What follows belongs to an exercise in optimizing a design on an open flow for small area and few clock cycles; a production flow would make more cautious choices.
The RTL was checked by simulation tests, not by an equivalence proof against the original design.
Power is estimated from default activity; no workload was simulated. The flow treats the clock pin as an ideal source, which a real chip does not have.

==> flow/design.v <==
`default_nettype none
package bnn_pkg;
  localparam int XLEN      = 64;
  localparam int BUF_DEPTH = 8;
  localparam int IDX_W     = 3;
  localparam int CNT_W     = 4;
  localparam int SUM_W     = 10;
  localparam int TAG_W     = 8;
  localparam int POP_W     = 7;
  localparam logic [CNT_W-1:0] MAX_COUNT  = CNT_W'(BUF_DEPTH);
  localparam logic [XLEN-1:0]  WORD_BYTES = XLEN'(XLEN / 8);
  localparam logic [4:0] MEM_CMD_LOAD = 5'b00000;
  localparam logic [2:0] MEM_TYP_D    = 3'b011;
  typedef enum logic [6:0] {
    FUNCT_LOAD_W  = 7'd0,
    FUNCT_COMPUTE = 7'd1
  } bnn_funct_e;
  typedef enum logic [1:0] {
    MODE_NONE,
    MODE_LOAD,
    MODE_COMPUTE
  } job_mode_e;
  typedef struct packed {
    logic [6:0]      inst_funct;
    logic [4:0]      inst_rs2;
    logic [4:0]      inst_rs1;
    logic            inst_xd;
    logic            inst_xs1;
    logic            inst_xs2;
    logic [4:0]      inst_rd;
    logic [6:0]      inst_opcode;
    logic [XLEN-1:0] rs1;
    logic [XLEN-1:0] rs2;
  } rocc_cmd_t;
  typedef struct packed {
    logic [4:0]      rd;
    logic [XLEN-1:0] data;
  } rocc_resp_t;
  typedef struct packed {
    logic [XLEN-1:0]  addr;
    logic [TAG_W-1:0] tag;
    logic [4:0]       cmd;
    logic [2:0]       typ;
    logic [XLEN-1:0]  data;
  } mem_req_t;
  typedef struct packed {
    logic [TAG_W-1:0] tag;
    logic [XLEN-1:0]  data;
    logic             has_data;
  } mem_resp_t;
  typedef struct packed {
    logic busy;
  } ctrl_out_t;
  typedef struct packed {
    job_mode_e        mode;
    logic [4:0]       rd;
    logic             xd;
    logic [CNT_W-1:0] count;
    logic [XLEN-1:0]  base;
  } job_t;
endpackage
`default_nettype wire
`timescale 1ns/10ps
`default_nettype none
module bnn_pop_stage (
  input  wire [63:0] m_i,
  output logic [41:0] st_o
);
  logic s1, c2, s3, c4, s5, c6, s7, c8, s9, c10, s11, c12, s13, c14, s15, c16, s17, c18, s19, c20, s21, c22, s23, c24, s25, c26, s27, c28, s29, c30, s31, c32, s33, c34, s35, c36, s37, c38, s39, c40, s41, c42;
  assign s1 = m_i[0] ^ m_i[1] ^ m_i[2];
  assign c2 = (m_i[0] & m_i[1]) | (m_i[0] & m_i[2]) | (m_i[1] & m_i[2]);
  assign s3 = m_i[3] ^ m_i[4] ^ m_i[5];
  assign c4 = (m_i[3] & m_i[4]) | (m_i[3] & m_i[5]) | (m_i[4] & m_i[5]);
  assign s5 = m_i[6] ^ m_i[7] ^ m_i[8];
  assign c6 = (m_i[6] & m_i[7]) | (m_i[6] & m_i[8]) | (m_i[7] & m_i[8]);
  assign s7 = m_i[9] ^ m_i[10] ^ m_i[11];
  assign c8 = (m_i[9] & m_i[10]) | (m_i[9] & m_i[11]) | (m_i[10] & m_i[11]);
  assign s9 = m_i[12] ^ m_i[13] ^ m_i[14];
  assign c10 = (m_i[12] & m_i[13]) | (m_i[12] & m_i[14]) | (m_i[13] & m_i[14]);
  assign s11 = m_i[15] ^ m_i[16] ^ m_i[17];
  assign c12 = (m_i[15] & m_i[16]) | (m_i[15] & m_i[17]) | (m_i[16] & m_i[17]);
  assign s13 = m_i[18] ^ m_i[19] ^ m_i[20];
  assign c14 = (m_i[18] & m_i[19]) | (m_i[18] & m_i[20]) | (m_i[19] & m_i[20]);
  assign s15 = m_i[21] ^ m_i[22] ^ m_i[23];
  assign c16 = (m_i[21] & m_i[22]) | (m_i[21] & m_i[23]) | (m_i[22] & m_i[23]);
  assign s17 = m_i[24] ^ m_i[25] ^ m_i[26];
  assign c18 = (m_i[24] & m_i[25]) | (m_i[24] & m_i[26]) | (m_i[25] & m_i[26]);
  assign s19 = m_i[27] ^ m_i[28] ^ m_i[29];
  assign c20 = (m_i[27] & m_i[28]) | (m_i[27] & m_i[29]) | (m_i[28] & m_i[29]);
  assign s21 = m_i[30] ^ m_i[31] ^ m_i[32];
  assign c22 = (m_i[30] & m_i[31]) | (m_i[30] & m_i[32]) | (m_i[31] & m_i[32]);
  assign s23 = m_i[33] ^ m_i[34] ^ m_i[35];
  assign c24 = (m_i[33] & m_i[34]) | (m_i[33] & m_i[35]) | (m_i[34] & m_i[35]);
  assign s25 = m_i[36] ^ m_i[37] ^ m_i[38];
  assign c26 = (m_i[36] & m_i[37]) | (m_i[36] & m_i[38]) | (m_i[37] & m_i[38]);
  assign s27 = m_i[39] ^ m_i[40] ^ m_i[41];
  assign c28 = (m_i[39] & m_i[40]) | (m_i[39] & m_i[41]) | (m_i[40] & m_i[41]);
  assign s29 = m_i[42] ^ m_i[43] ^ m_i[44];
  assign c30 = (m_i[42] & m_i[43]) | (m_i[42] & m_i[44]) | (m_i[43] & m_i[44]);
  assign s31 = m_i[45] ^ m_i[46] ^ m_i[47];
  assign c32 = (m_i[45] & m_i[46]) | (m_i[45] & m_i[47]) | (m_i[46] & m_i[47]);
  assign s33 = m_i[48] ^ m_i[49] ^ m_i[50];
  assign c34 = (m_i[48] & m_i[49]) | (m_i[48] & m_i[50]) | (m_i[49] & m_i[50]);
  assign s35 = m_i[51] ^ m_i[52] ^ m_i[53];
  assign c36 = (m_i[51] & m_i[52]) | (m_i[51] & m_i[53]) | (m_i[52] & m_i[53]);
  assign s37 = m_i[54] ^ m_i[55] ^ m_i[56];
  assign c38 = (m_i[54] & m_i[55]) | (m_i[54] & m_i[56]) | (m_i[55] & m_i[56]);
  assign s39 = m_i[57] ^ m_i[58] ^ m_i[59];
  assign c40 = (m_i[57] & m_i[58]) | (m_i[57] & m_i[59]) | (m_i[58] & m_i[59]);
  assign s41 = m_i[60] ^ m_i[61] ^ m_i[62];
  assign c42 = (m_i[60] & m_i[61]) | (m_i[60] & m_i[62]) | (m_i[61] & m_i[62]);
  assign st_o[0] = s1;
  assign st_o[1] = s3;
  assign st_o[2] = s5;
  assign st_o[3] = s7;
  assign st_o[4] = s9;
  assign st_o[5] = s11;
  assign st_o[6] = s13;
  assign st_o[7] = s15;
  assign st_o[8] = s17;
  assign st_o[9] = s19;
  assign st_o[10] = s21;
  assign st_o[11] = s23;
  assign st_o[12] = s25;
  assign st_o[13] = s27;
  assign st_o[14] = s29;
  assign st_o[15] = s31;
  assign st_o[16] = s33;
  assign st_o[17] = s35;
  assign st_o[18] = s37;
  assign st_o[19] = s39;
  assign st_o[20] = s41;
  assign st_o[21] = c2;
  assign st_o[22] = c4;
  assign st_o[23] = c6;
  assign st_o[24] = c8;
  assign st_o[25] = c10;
  assign st_o[26] = c12;
  assign st_o[27] = c14;
  assign st_o[28] = c16;
  assign st_o[29] = c18;
  assign st_o[30] = c20;
  assign st_o[31] = c22;
  assign st_o[32] = c24;
  assign st_o[33] = c26;
  assign st_o[34] = c28;
  assign st_o[35] = c30;
  assign st_o[36] = c32;
  assign st_o[37] = c34;
  assign st_o[38] = c36;
  assign st_o[39] = c38;
  assign st_o[40] = c40;
  assign st_o[41] = c42;
endmodule
`default_nettype wire
`timescale 1ns/10ps
`default_nettype none
module bnn_addr_inc (
  input  wire [63:0] addr_i,
  input  wire        inc_i,
  output logic [63:0] addr_o
);
  localparam int LO  = 3;
  localparam int W   = 64 - LO;
  localparam int BLK = 8;
  localparam int NB  = (W + BLK - 1) / BLK;
  logic [W-1:0] a;
  logic [W:0]   c;
  logic [NB:0]  bc;
  logic [NB-1:0] ones;
  assign a = addr_i[63:LO];
  always_comb begin
    for (int k = 0; k < NB; k++) begin
      ones[k] = 1'b1;
      for (int i = k * BLK; i < (k + 1) * BLK && i < W; i++) begin
        ones[k] = ones[k] & a[i];
      end
    end
  end
  assign bc[0] = inc_i;
  genvar k;
  generate
    for (k = 0; k < NB; k++) begin : g_blk
      assign bc[k + 1] = bc[k] & ones[k];
    end
  endgenerate
  always_comb begin
    for (int i = 0; i < W; i++) begin
      if (i % BLK == 0) begin
        c[i] = bc[i / BLK];
      end
      addr_o[LO + i] = a[i] ^ c[i];
      c[i + 1]       = a[i] & c[i];
    end
    addr_o[LO-1:0] = addr_i[LO-1:0];
  end
endmodule
`default_nettype wire
`timescale 1ns/10ps
`default_nettype none
module bnn_xnor_popcount (
  input  wire [63:0] act_i,
  input  wire [63:0] weight_i,
  input  wire [9:0]  acc_i,
  input  wire [9:0]  thr_i,
  output logic [9:0] sum_o,
  output logic       ge_o
);
  logic [63:0] m;
  logic [41:0] st;
  assign m = ~(act_i ^ weight_i);
  bnn_pop_stage i_bnn_pop_stage (
    .m_i  (m),
    .st_o (st)
  );
  logic s43, c44, s45, c46, s47, c48, s49, c50, s51, c52, s53, c54, s55, c56, s57, c58, s59, c60, s61, c62, s63, c64, s65, c66, s67, c68, s69, c70, s71, c72, s73, c74, s75, c76, s77, c78, s79, c80, s81, c82, s83, c84, s85, c86, s87, c88, s89, c90, s91, c92, s93, c94, s95, c96, s97, c98, s99, c100, s101, c102, s103, c104, s105, c106, s107, c108, s109, c110, s111, c112, s113, c114, s115, c116, s117, c118, s119, c120, s121, c122, s123, c124, s125, c126;
  assign s43 = acc_i[0] ^ m[63] ^ st[0];
  assign c44 = (acc_i[0] & m[63]) | (acc_i[0] & st[0]) | (m[63] & st[0]);
  assign s45 = st[10] ^ st[11] ^ st[12];
  assign c46 = (st[10] & st[11]) | (st[10] & st[12]) | (st[11] & st[12]);
  assign s47 = st[13] ^ st[14] ^ st[15];
  assign c48 = (st[13] & st[14]) | (st[13] & st[15]) | (st[14] & st[15]);
  assign s49 = st[16] ^ st[17] ^ st[18];
  assign c50 = (st[16] & st[17]) | (st[16] & st[18]) | (st[17] & st[18]);
  assign s51 = st[19] ^ st[1] ^ st[20];
  assign c52 = (st[19] & st[1]) | (st[19] & st[20]) | (st[1] & st[20]);
  assign s53 = st[2] ^ st[3] ^ st[4];
  assign c54 = (st[2] & st[3]) | (st[2] & st[4]) | (st[3] & st[4]);
  assign s55 = st[5] ^ st[6] ^ st[7];
  assign c56 = (st[5] & st[6]) | (st[5] & st[7]) | (st[6] & st[7]);
  assign s57 = st[8] ^ st[9] ^ s43;
  assign c58 = (st[8] & st[9]) | (st[8] & s43) | (st[9] & s43);
  assign s59 = s45 ^ s47 ^ s49;
  assign c60 = (s45 & s47) | (s45 & s49) | (s47 & s49);
  assign s61 = s51 ^ s53 ^ s55;
  assign c62 = (s51 & s53) | (s51 & s55) | (s53 & s55);
  assign s63 = s57 ^ s59;
  assign c64 = s57 & s59;
  assign s65 = acc_i[1] ^ st[21] ^ st[22];
  assign c66 = (acc_i[1] & st[21]) | (acc_i[1] & st[22]) | (st[21] & st[22]);
  assign s67 = st[23] ^ st[24] ^ st[25];
  assign c68 = (st[23] & st[24]) | (st[23] & st[25]) | (st[24] & st[25]);
  assign s69 = st[26] ^ st[27] ^ st[28];
  assign c70 = (st[26] & st[27]) | (st[26] & st[28]) | (st[27] & st[28]);
  assign s71 = st[29] ^ st[30] ^ st[31];
  assign c72 = (st[29] & st[30]) | (st[29] & st[31]) | (st[30] & st[31]);
  assign s73 = st[32] ^ st[33] ^ st[34];
  assign c74 = (st[32] & st[33]) | (st[32] & st[34]) | (st[33] & st[34]);
  assign s75 = st[35] ^ st[36] ^ st[37];
  assign c76 = (st[35] & st[36]) | (st[35] & st[37]) | (st[36] & st[37]);
  assign s77 = st[38] ^ st[39] ^ st[40];
  assign c78 = (st[38] & st[39]) | (st[38] & st[40]) | (st[39] & st[40]);
  assign s79 = st[41] ^ c44 ^ c46;
  assign c80 = (st[41] & c44) | (st[41] & c46) | (c44 & c46);
  assign s81 = c48 ^ c50 ^ c52;
  assign c82 = (c48 & c50) | (c48 & c52) | (c50 & c52);
  assign s83 = c54 ^ c56 ^ s65;
  assign c84 = (c54 & c56) | (c54 & s65) | (c56 & s65);
  assign s85 = s67 ^ s69 ^ s71;
  assign c86 = (s67 & s69) | (s67 & s71) | (s69 & s71);
  assign s87 = s73 ^ s75 ^ s77;
  assign c88 = (s73 & s75) | (s73 & s77) | (s75 & s77);
  assign s89 = c58 ^ c60 ^ c62;
  assign c90 = (c58 & c60) | (c58 & c62) | (c60 & c62);
  assign s91 = s79 ^ s81 ^ s83;
  assign c92 = (s79 & s81) | (s79 & s83) | (s81 & s83);
  assign s93 = s85 ^ s87 ^ c64;
  assign c94 = (s85 & s87) | (s85 & c64) | (s87 & c64);
  assign s95 = s89 ^ s91;
  assign c96 = s89 & s91;
  assign s97 = acc_i[2] ^ c66 ^ c68;
  assign c98 = (acc_i[2] & c66) | (acc_i[2] & c68) | (c66 & c68);
  assign s99 = c70 ^ c72 ^ c74;
  assign c100 = (c70 & c72) | (c70 & c74) | (c72 & c74);
  assign s101 = c76 ^ c78 ^ c80;
  assign c102 = (c76 & c78) | (c76 & c80) | (c78 & c80);
  assign s103 = c82 ^ c84 ^ c86;
  assign c104 = (c82 & c84) | (c82 & c86) | (c84 & c86);
  assign s105 = c88 ^ s97 ^ s99;
  assign c106 = (c88 & s97) | (c88 & s99) | (s97 & s99);
  assign s107 = c90 ^ c92 ^ s101;
  assign c108 = (c90 & c92) | (c90 & s101) | (c92 & s101);
  assign s109 = s103 ^ s105 ^ c94;
  assign c110 = (s103 & s105) | (s103 & c94) | (s105 & c94);
  assign s111 = c96 ^ s107;
  assign c112 = c96 & s107;
  assign s113 = acc_i[3] ^ c100 ^ c98;
  assign c114 = (acc_i[3] & c100) | (acc_i[3] & c98) | (c100 & c98);
  assign s115 = s113 ^ c102 ^ c104;
  assign c116 = (s113 & c102) | (s113 & c104) | (c102 & c104);
  assign s117 = c106 ^ c108 ^ s115;
  assign c118 = (c106 & c108) | (c106 & s115) | (c108 & s115);
  assign s119 = c112 ^ c110;
  assign c120 = c112 & c110;
  assign s121 = acc_i[4] ^ c114 ^ c116;
  assign c122 = (acc_i[4] & c114) | (acc_i[4] & c116) | (c114 & c116);
  assign s123 = c118 ^ s121;
  assign c124 = c118 & s121;
  assign s125 = acc_i[5] ^ c122;
  assign c126 = acc_i[5] & c122;
  logic [9:0] ra, rb;
  assign ra[0] = s61;
  assign rb[0] = s63;
  assign ra[1] = s93;
  assign rb[1] = s95;
  assign ra[2] = s111;
  assign rb[2] = s109;
  assign ra[3] = s117;
  assign rb[3] = s119;
  assign ra[4] = c120;
  assign rb[4] = s123;
  assign ra[5] = c124;
  assign rb[5] = s125;
  assign ra[6] = acc_i[6];
  assign rb[6] = c126;
  assign ra[7] = acc_i[7];
  assign rb[7] = 1'b0;
  assign ra[8] = acc_i[8];
  assign rb[8] = 1'b0;
  assign ra[9] = acc_i[9];
  assign rb[9] = 1'b0;
  logic [9:0] g0, p0, x0;
  assign g0 = ra & rb;
  assign p0 = ra | rb;
  assign x0 = ra ^ rb;
  logic sg0_1, sp0_1;
  assign sg0_1 = g0[1] | (p0[1] & g0[0]);
  assign sp0_1 = p0[1] & p0[0];
  logic sg0_3, sp0_3;
  assign sg0_3 = g0[3] | (p0[3] & g0[2]);
  assign sp0_3 = p0[3] & p0[2];
  logic sg0_5, sp0_5;
  assign sg0_5 = g0[5] | (p0[5] & g0[4]);
  assign sp0_5 = p0[5] & p0[4];
  logic sg0_7, sp0_7;
  assign sg0_7 = g0[7] | (p0[7] & g0[6]);
  assign sp0_7 = p0[7] & p0[6];
  logic sg0_9, sp0_9;
  assign sg0_9 = g0[9] | (p0[9] & g0[8]);
  assign sp0_9 = p0[9] & p0[8];
  logic sg1_2, sp1_2;
  assign sg1_2 = g0[2] | (p0[2] & sg0_1);
  assign sp1_2 = p0[2] & sp0_1;
  logic sg1_3, sp1_3;
  assign sg1_3 = sg0_3 | (sp0_3 & sg0_1);
  assign sp1_3 = sp0_3 & sp0_1;
  logic sg1_6, sp1_6;
  assign sg1_6 = g0[6] | (p0[6] & sg0_5);
  assign sp1_6 = p0[6] & sp0_5;
  logic sg1_7, sp1_7;
  assign sg1_7 = sg0_7 | (sp0_7 & sg0_5);
  assign sp1_7 = sp0_7 & sp0_5;
  logic sg2_4, sp2_4;
  assign sg2_4 = g0[4] | (p0[4] & sg1_3);
  assign sp2_4 = p0[4] & sp1_3;
  logic sg2_5, sp2_5;
  assign sg2_5 = sg0_5 | (sp0_5 & sg1_3);
  assign sp2_5 = sp0_5 & sp1_3;
  logic sg2_6, sp2_6;
  assign sg2_6 = sg1_6 | (sp1_6 & sg1_3);
  assign sp2_6 = sp1_6 & sp1_3;
  logic sg2_7, sp2_7;
  assign sg2_7 = sg1_7 | (sp1_7 & sg1_3);
  assign sp2_7 = sp1_7 & sp1_3;
  logic sg3_8, sp3_8;
  assign sg3_8 = g0[8] | (p0[8] & sg2_7);
  assign sp3_8 = p0[8] & sp2_7;
  logic sg3_9, sp3_9;
  assign sg3_9 = sg0_9 | (sp0_9 & sg2_7);
  assign sp3_9 = sp0_9 & sp2_7;
  assign sum_o[0] = x0[0];
  assign sum_o[1] = x0[1] ^ g0[0];
  assign sum_o[2] = x0[2] ^ sg0_1;
  assign sum_o[3] = x0[3] ^ sg1_2;
  assign sum_o[4] = x0[4] ^ sg1_3;
  assign sum_o[5] = x0[5] ^ sg2_4;
  assign sum_o[6] = x0[6] ^ sg2_5;
  assign sum_o[7] = x0[7] ^ sg2_6;
  assign sum_o[8] = x0[8] ^ sg2_7;
  assign sum_o[9] = x0[9] ^ sg3_8;
  logic [9:0] nt, cx;
  logic [10:0] cy;
  assign nt = ~thr_i;
  assign cx = ra ^ rb ^ nt;
  assign cy[0] = 1'b1;
  assign cy[10:1] = (ra & rb) | (ra & nt) | (rb & nt);
  logic [9:0] g1, p1;
  assign g1 = cx & cy[9:0];
  assign p1 = cx | cy[9:0];
  logic kg0_1, kp0_1;
  assign kg0_1 = g1[1] | (p1[1] & g1[0]);
  assign kp0_1 = p1[1] & p1[0];
  logic kg0_3, kp0_3;
  assign kg0_3 = g1[3] | (p1[3] & g1[2]);
  assign kp0_3 = p1[3] & p1[2];
  logic kg0_5, kp0_5;
  assign kg0_5 = g1[5] | (p1[5] & g1[4]);
  assign kp0_5 = p1[5] & p1[4];
  logic kg0_7, kp0_7;
  assign kg0_7 = g1[7] | (p1[7] & g1[6]);
  assign kp0_7 = p1[7] & p1[6];
  logic kg0_9, kp0_9;
  assign kg0_9 = g1[9] | (p1[9] & g1[8]);
  assign kp0_9 = p1[9] & p1[8];
  logic kg1_2, kp1_2;
  assign kg1_2 = g1[2] | (p1[2] & kg0_1);
  assign kp1_2 = p1[2] & kp0_1;
  logic kg1_3, kp1_3;
  assign kg1_3 = kg0_3 | (kp0_3 & kg0_1);
  assign kp1_3 = kp0_3 & kp0_1;
  logic kg1_6, kp1_6;
  assign kg1_6 = g1[6] | (p1[6] & kg0_5);
  assign kp1_6 = p1[6] & kp0_5;
  logic kg1_7, kp1_7;
  assign kg1_7 = kg0_7 | (kp0_7 & kg0_5);
  assign kp1_7 = kp0_7 & kp0_5;
  logic kg2_4, kp2_4;
  assign kg2_4 = g1[4] | (p1[4] & kg1_3);
  assign kp2_4 = p1[4] & kp1_3;
  logic kg2_5, kp2_5;
  assign kg2_5 = kg0_5 | (kp0_5 & kg1_3);
  assign kp2_5 = kp0_5 & kp1_3;
  logic kg2_6, kp2_6;
  assign kg2_6 = kg1_6 | (kp1_6 & kg1_3);
  assign kp2_6 = kp1_6 & kp1_3;
  logic kg2_7, kp2_7;
  assign kg2_7 = kg1_7 | (kp1_7 & kg1_3);
  assign kp2_7 = kp1_7 & kp1_3;
  logic kg3_8, kp3_8;
  assign kg3_8 = g1[8] | (p1[8] & kg2_7);
  assign kp3_8 = p1[8] & kp2_7;
  logic kg3_9, kp3_9;
  assign kg3_9 = kg0_9 | (kp0_9 & kg2_7);
  assign kp3_9 = kp0_9 & kp2_7;
  assign ge_o = cy[10] | kg3_9;
endmodule
`default_nettype wire
`timescale 1ns/10ps
`default_nettype none
module bnn_rocc_accel (
  input  wire                        clk_i,
  input  wire                        rst_n_i,
  input  wire                        en_i,
  input  wire                        rocc_cmd_v_i,
  input  wire bnn_pkg::rocc_cmd_t    rocc_cmd_data_i,
  output logic                       rocc_cmd_ready_o,
  output logic                       rocc_resp_v_o,
  output bnn_pkg::rocc_resp_t        rocc_resp_data_o,
  input  wire                        rocc_resp_ready_i,
  output logic                       rocc_mem_req_v_o,
  output bnn_pkg::mem_req_t          rocc_mem_req_data_o,
  input  wire                        rocc_mem_req_ready_i,
  input  wire                        rocc_mem_resp_v_i,
  input  wire bnn_pkg::mem_resp_t    rocc_mem_resp_data_i,
  output bnn_pkg::ctrl_out_t         rocc_ctrl_o,
  input  wire                        manycore_req_val_i,
  input  wire [bnn_pkg::XLEN-1:0]    manycore_req_msg_i,
  output logic                       manycore_req_rdy_o
);
  localparam int XLEN  = bnn_pkg::XLEN;
  localparam int SUM_W = bnn_pkg::SUM_W;
  localparam int CNT_W = bnn_pkg::CNT_W;
  localparam int IDX_W = bnn_pkg::IDX_W;
  logic             dec_load, dec_comp, dec_mem, dec_big;
  logic [CNT_W-1:0] dec_cnt;
  assign dec_load = (rocc_cmd_data_i.inst_funct == bnn_pkg::FUNCT_LOAD_W);
  assign dec_comp = (rocc_cmd_data_i.inst_funct == bnn_pkg::FUNCT_COMPUTE);
  assign dec_mem  = dec_load | dec_comp;
  assign dec_big  = (|rocc_cmd_data_i.rs2[XLEN-1:CNT_W]) ||
                    (rocc_cmd_data_i.rs2[CNT_W-1:0] > bnn_pkg::MAX_COUNT);
  assign dec_cnt  = !dec_mem ? '0 :
                    dec_big  ? bnn_pkg::MAX_COUNT : rocc_cmd_data_i.rs2[CNT_W-1:0];
  logic             busy_q;
  logic             xd_q;
  logic             comp_q;
  logic             load_q;
  logic [4:0]       rd_q;
  logic [CNT_W-1:0] cnt_q;    
  logic [CNT_W-1:0] iss_q;    
  logic [CNT_W-1:0] rem_q;    
  logic [XLEN-1:0]  addr_q;   
  logic [SUM_W-1:0] acc_q;
  logic [SUM_W-1:0] thr_q;
  logic reply_v, done_now, finish, cmd_fire, issue_more, req_fire;
  assign reply_v    = rocc_mem_resp_v_i && rocc_mem_resp_data_i.has_data;
  assign done_now   = (rem_q == '0) || (reply_v && (rem_q == CNT_W'(1)));
  assign finish     = busy_q && done_now && (!xd_q || rocc_resp_ready_i);
  assign rocc_cmd_ready_o = en_i && (!busy_q || finish);
  assign cmd_fire         = rocc_cmd_v_i && rocc_cmd_ready_o;
  assign rocc_resp_v_o      = busy_q && xd_q && done_now;
  assign rocc_ctrl_o.busy   = busy_q;
  assign manycore_req_rdy_o = !busy_q;
  assign issue_more       = (iss_q != cnt_q);
  assign rocc_mem_req_v_o = issue_more || (cmd_fire && (dec_cnt != '0));
  assign req_fire         = rocc_mem_req_v_o && rocc_mem_req_ready_i;
  logic [XLEN-1:0] req_addr;
  assign req_addr = cmd_fire ? rocc_cmd_data_i.rs1 : addr_q;
  always_comb begin
    rocc_mem_req_data_o.addr = req_addr;
    rocc_mem_req_data_o.tag  = {{(bnn_pkg::TAG_W - IDX_W){1'b0}},
                                (cmd_fire ? {IDX_W{1'b0}} : iss_q[IDX_W-1:0])};
    rocc_mem_req_data_o.cmd  = bnn_pkg::MEM_CMD_LOAD;
    rocc_mem_req_data_o.typ  = bnn_pkg::MEM_TYP_D;
    rocc_mem_req_data_o.data = '0;
  end
  logic [XLEN-1:0] next_addr;
  bnn_addr_inc i_bnn_addr_inc (
    .addr_i (req_addr),
    .inc_i  (req_fire),
    .addr_o (next_addr)
  );
  always_ff @(posedge clk_i) begin
    addr_q <= next_addr;
  end
  logic [XLEN-1:0]  w_q [bnn_pkg::BUF_DEPTH];
  logic [IDX_W-1:0] beat_idx;
  logic [XLEN-1:0]  beat_data;
  logic [XLEN-1:0]  w_rd;
  assign beat_idx  = rocc_mem_resp_data_i.tag[IDX_W-1:0];
  assign beat_data = rocc_mem_resp_data_i.data;
  assign w_rd      = w_q[beat_idx];
  always_ff @(posedge clk_i) begin
    if (reply_v && load_q) begin
      w_q[beat_idx] <= beat_data;
    end
  end
  logic             add;
  logic [SUM_W-1:0] tree_sum;
  logic             tree_ge;
  logic [SUM_W-1:0] acc_d;
  logic             ge_d;
  assign add = reply_v && comp_q;
  bnn_xnor_popcount i_bnn_xnor_popcount (
    .act_i    (beat_data),
    .weight_i (w_rd),
    .acc_i    (acc_q),
    .thr_i    (thr_q),
    .sum_o    (tree_sum),
    .ge_o     (tree_ge)
  );
  assign acc_d = add ? tree_sum : acc_q;
  assign ge_d  = add ? tree_ge  : (acc_q >= thr_q);
  always_comb begin
    rocc_resp_data_o.rd              = rd_q;
    rocc_resp_data_o.data            = '0;
    rocc_resp_data_o.data[SUM_W-1:0] = acc_d;
    rocc_resp_data_o.data[XLEN-1]    = (comp_q || load_q) && ge_d;
  end
  always_ff @(posedge clk_i) begin
    if (cmd_fire) begin
      xd_q   <= rocc_cmd_data_i.inst_xd;
      rd_q   <= rocc_cmd_data_i.inst_rd;
      comp_q <= dec_comp;
      load_q <= dec_load;
      acc_q  <= '0;
    end else begin
      acc_q  <= acc_d;
    end
  end
  always_ff @(posedge clk_i) begin
    if (!rst_n_i) begin
      busy_q <= 1'b0;
      cnt_q  <= '0;
      iss_q  <= '0;
      rem_q  <= '0;
      thr_q  <= '0;
    end else begin
      if (manycore_req_val_i && !busy_q) begin
        thr_q <= manycore_req_msg_i[SUM_W-1:0];
      end
      if (cmd_fire) begin
        busy_q <= (dec_cnt != '0) || rocc_cmd_data_i.inst_xd;
        cnt_q  <= dec_cnt;
        iss_q  <= req_fire ? CNT_W'(1) : '0;
        rem_q  <= dec_cnt;
      end else begin
        if (finish) begin
          busy_q <= 1'b0;
        end
        if (req_fire) begin
          iss_q <= iss_q + 1'b1;
        end
        if (reply_v && (rem_q != '0)) begin
          rem_q <= rem_q - 1'b1;
        end
      end
    end
  end
endmodule
`default_nettype wire
==> flow/flow/run.sh <==
#!/bin/bash
# The standard layout with these changes:
# - synthesis maps only the first full-adder layer of the popcount tree (module bnn_pop_stage)
#   to full-adder cells, in the canonicalize step (flow/canon.tcl), and leaves the rest of the
#   tree to abc (no ADDER_MAP_FILE), so it is mapped for delay as a whole; the registers are
#   the standard synthesis's, unchanged; the address incrementer (module bnn_addr_inc) is
#   mapped to half-adder cells in the same step;
# - the port buffers are the smallest plain buffer; the resizer upsizes them where needed;
# - the clock tree uses larger sink clusters and no dummy loads.
set -euo pipefail
here=$(pwd)
bash standard.sh ADDER_MAP_FILE= "SYNTH_CANONICALIZE_TCL=$here/flow/canon.tcl" \
  "BUFFER_PORTS_ARGS=-buffer_cell sky130_fd_sc_hd__buf_1" \
  "CTS_ARGS=-sink_clustering_enable -repair_clock_nets -sink_clustering_size 30 -sink_clustering_max_diameter 150 -dont_use_dummy_load" \
  finish > standard.log 2>&1
==> flow/flow/canon.tcl <==
# Canonicalize hook (SYNTH_CANONICALIZE_TCL): map the first popcount layer (module
# bnn_pop_stage) to full-adder cells; the rest of synthesis leaves full adders to abc.
yosys hierarchy -check -top $::env(DESIGN_NAME)
yosys select -module bnn_pop_stage
yosys proc
yosys opt -fast
yosys techmap
yosys opt -fast
yosys extract_fa
yosys techmap -map $::env(PLATFORM_DIR)/cells_adders_hd.v
yosys opt -fast -purge
yosys select -clear
# the address incrementer (module bnn_addr_inc) to half-adder cells
yosys select -module bnn_addr_inc
yosys proc
yosys opt -fast
yosys techmap
yosys opt -fast
yosys extract_fa
yosys techmap -map $::env(PLATFORM_DIR)/cells_adders_hd.v
yosys opt -fast -purge
yosys select -clear
==> flow/standard.sh <==
#!/bin/bash
# synth_recipe.tcl (not shown) runs the flow's synth.tcl, then flattens the netlist and writes it again
# the make line also repeats each setting of config.mk as NAME=value (left out here)
make -C /OpenROAD-flow-scripts/flow DESIGN_CONFIG=/design/flow/config.mk WORK_HOME=/design/flow/orfs CLKGATE_MAP_FILE= SYNTH_SCRIPT=/design/flow/synth_recipe.tcl "${@:-finish}"
==> flow/config.mk <==
export PLATFORM = sky130hd
export DESIGN_NAME = bnn_rocc_accel
export DESIGN_NICKNAME = bnn_rocc_accel
export VERILOG_FILES = /design/flow/design.v
export SDC_FILE = /design/flow/constraint.sdc
export NUM_CORES = 4
export LEC_CHECK = 0
export CAP_MARGIN = 20
export CORE_MARGIN = 2
export CORE_UTILIZATION = 55
export PLACE_DENSITY = 0.75
export SLEW_MARGIN = 20
==> flow/constraint.sdc <==
create_clock -name core_clock -period 10.0 [get_ports {clk_i}]
set_input_delay 2.0000 -clock core_clock [delete_from_list [all_inputs] [get_ports {clk_i}]]
set_output_delay 2.0000 -clock core_clock [all_outputs]
set_load 0.01 [all_outputs]
==> flow_metrics.py <==
metrics = {
    "finish": {
        "layout_commonest_cell": "edfxtp_1",
        "layout.cells.non_filler": 2991,
        "nFillCells": 3729,
        "nets": 2702,
        "drive_gt1_share_pct": 7.07,
        "fin_util_pct": 61.2,
        "final_cell_mix": "520 x edfxtp_1, 308 x buf_1, 255 x a22oi_1",
        "regArea_um2": 17600,
        "area_delta_synth_final_pct": 9.79,
        "multiInputGateArea_um2": 9060,
    },
    "worst_setup_path": {
        "end_kind": "output port",
        "crit_arrival_ns": 7.75,
        "worstSetupPathType": "in -> out",
        "slowest_stage": "fa_1",
        "critPathTopFamily": "adder cells",
        "crit_chain": "buf_1, buf_4, and3_2, buf_4, a22oi_1, nand4_1, xnor2_1, fa_1, maj3_1, maj3_1, maj3_2, maj3_1, and3_1, nor3_2, nor2_1, xnor3_2, mux2i_1, a2111oi_1, nand2_1, a21oi_1, buf_4",
        "crit_buf_inv": 4,
        "slowest_delay_ns": 0.52,
        "start_kind": "primary input",
        "crit_path_max_fanout": 14,
        "cp_data_required_time_ns": 8.00,
        "rrSetupSlack_ns": 4.25,
    },
    "timing": {
        "slew_violations": 0,
        "finClkSkew_ns": 0.0303,
        "max_freq_mhz": 103,
        "layout_setup_ws_ns": 0.252,
        "final-hold-violation-count": 0,
        "min_period_ns": 9.75,
        "tightest_slew_ns": 1.08,
        "max-slew-margin-rel_pct": 28.1,
        "timing.final.crit_share_pct": 97.5,
        "setup_violations": 0,
    },
    "drt": {
        "wire_per_inst_um": 22.6,
        "vias": 17500,
        "drc": 0,
        "avgViaCountPerCell": 5.86,
        "ant_nets": 0,
        "wirelength_mm": 67.5,
        "drtIter0Drc": 1347,
        "drt_first_pass_iters": 5,
    },
    "die": {
        "rows": 81,
        "start_util_pct": 55.8,
        "io_pins": 523,
        "core_area_um2": 49100,
        "fp.dieH_um": 227,
        "dieArea_um2": 51500,
        "die_x_um": 227,
    },
    "logic_synthesis": {
        "ys_seq_elements": 617,
        "netlist_area_um2": 27300,
        "async_flop_share_pct": 0,
        "synth_edf_count": 520,
        "synthCells": 2002,
        "yosysSeqAreaShare_pct": 64.2,
        "synth.distinct_cells": 73,
        "ys.flop_type": "edfxtp_1",
        "synth_area_per_cell_um2": 13.7,
        "yosys_warnings": 1,
    },
    "clock_tree": {
        "cts.clk_slew.worst_paths_ns": 0.11,
        "tritoncts": "built",
        "clk_path_buf_depth": 3,
        "cts_sinks": 617,
        "numCtsBuffers": 24,
        "root_buffer": "clkbuf_16",
        "htree_levels": 1,
        "ctsHoldBuffers": 0,
        "worstSkewPairLatency_ns": 0.59,
    },
    "run": {
        "cap_viol_max_count": 0,
    },
    "power_and_ir_drop": {
        "p_per_area_nw_per_um2": 322,
        "p_leak_nw": 10.4,
        "peakVddDrop_mv": 0.680,
    },
    "placed_design": {
        "port_buffers": 314,
        "post-dp-hpwl_mm": 43.7,
        "placed_cells": 2958,
        "gp_congestion": 0.889,
        "place_ws_ns": -0.0763,
    },
    "worst_hold_path": {
        "hold_path_class": "reg -> reg",
    },
    "global_route": {
        "grt_pass1_wl_mm": 98.6,
        "grtUsageTotal_pct": 25.4,
        "grt_max_degree": 81,
        "antenna_found_initial": 10,
        "overflow": 0,
        "grt_pass1_vias": 16800,
    },
    "run_status": {
        "status": "complete, no violations",
    },
}
final timing paths:
path,start,endpoint,cells past startpoint
setup reg to reg,rem_q[1]$_SDFFE_PN0P_,addr_q[58]$_DFF_P_,21
hold reg to reg,addr_q[0]$_DFF_P_,addr_q[0]$_DFF_P_,2
setup / recovery,rocc_mem_resp_data_i[67],rocc_resp_data_o[63],21
hold / removal,addr_q[0]$_DFF_P_,addr_q[0]$_DFF_P_,2
report_power, final:
part	switching, mW	leakage, nW	total [mW]	internal [mW]
registers	0.0352	5.50	2.89	2.85
clock network	0.714	0.296	1.15	0.434
logic	3.11	4.63	5.64	2.53
total	3.85	10.4	9.67	5.82
per-layer routing:
| metal | track usage, % | vias up | wire [um] |
|---|---|---|---|
| li1 | - | 7935 | - |
| met1 | 33.5 | 8705 | 26500 |
| met5 | 0 | - | 92 |
| met3 | 5.70 | 110 | 5900 |
| met4 | 6.66 | 16 | 1810 |
| met2 | 42.7 | 773 | 33200 |
kinds of logic after synthesis:
group           count (synthesis)  synth area share (%)
buf+inv                       247                  5.22
fa+ha+maj                     112                  5.37
compound gates                363                  9.86
simple gates                  493                  8.59
xor+xnor                      152                  6.00
other cells                     2                0.0275
mux                            16                 0.732
flops                         617                  64.2
synthesized netlist by cell type, types with 9 or more instances:
master	number	share of area [%]
a21boi_0	17	0.47
a21oi_1	19	0.35
a22oi_1	255	7.0
and2_1	24	0.55
buf_4	133	3.7
clkbuf_1	75	1.0
dfxtp_1	97	7.1
edfxtp_1	520	57
fa_1	21	1.5
ha_1	53	2.4
inv_1	32	0.44
maj3_1	34	1.2
mux2i_1	11	0.40
nand2_1	246	3.4
nand3_1	15	0.27
nand4_1	81	1.9
nor2_1	43	0.59
nor3_1	21	0.38
nor4_1	20	0.46
o21ai_0	17	0.31
xnor2_1	104	3.3
xnor3_1	10	0.82
xor2_1	24	0.77
xor3_1	9	0.78
flip-flops by register name, indices dropped and copies added (netlist names):
| name | count |
|---|---|
| rd_q | 5 |
| load_q | 1 |
| iss_q | 4 |
| addr_q | 64 |
| w_q | 512 |
| cnt_q | 4 |
| comp_q | 1 |
| busy_q | 1 |
| xd_q | 1 |
| acc_q | 10 |
| rem_q | 4 |
| thr_q | 10 |
what timing repair did:
item	in CTS	in global routing
pin swaps	0	4
gates resized for setup	2	32
setup buffers	0	3
endpoints found under the setup margin	2	6
metrics by stage:
| stage | setup TNS, ns | instance area [um^2] | total power [mW] | hold slack (ns) |
|---|---|---|---|---|
| after global placement | 0 | 29200 | 8.11 | 0.433 |
| final | 0 | 30000 | 9.67 | 0.457 |
| after CTS | 0 | 29800 | 9.42 | 0.456 |
| after detailed placement | -0.0763 | 29200 | 8.27 | 0.430 |
| after floorplan | 0 | 27800 | 7.02 | 0.419 |
| after global routing | -0.0163 | 30000 | 10.3 | 0.501 |
tightest hold or removal path, stage by stage (launching register included):
cell	delay, ns
dfxtp_1	0.32
nand2_1	0.05
nand2_1	0.05
layout make-up:
cell class	instances	area share [%]
diodes	6	0.0500
well taps	664	2.77
repair buffers	382	6.11
clock buffers	24	2.00
flip-flops and latches	617	58.5
multi-input cells	1266	30.2
inverters	32	0.400
Testbench counts, summed over its fixed seeds: cycles 14,970.

re-timing with driven ports:
No port has a modelled driver above. Below, the same layout with a new extraction and two added sets of constraints. Step 1 sets driving cells, clkbuf_16 on the clock port and buf_2 on the other inputs (assumed; they add their load-dependent delay and slew). Step 2 also shifts input and output timing later by t, the mid clock arrival at the registers, as if the neighbouring blocks saw the same clock. Slacks: ideal ports / drivers / drivers and shift; pairs: ideal ports / drivers.
t, ns: 0.624
setup WS [ns]: 0.252 / 0.168 / 0.168
worst data-port slew with drivers (ns): 0.12
pins driven straight from the clock port: 1
After both steps this run still meets setup and hold. For this run, drivers alone change the setup slack by -0.084 ns; drivers and shift together by -0.084 ns.
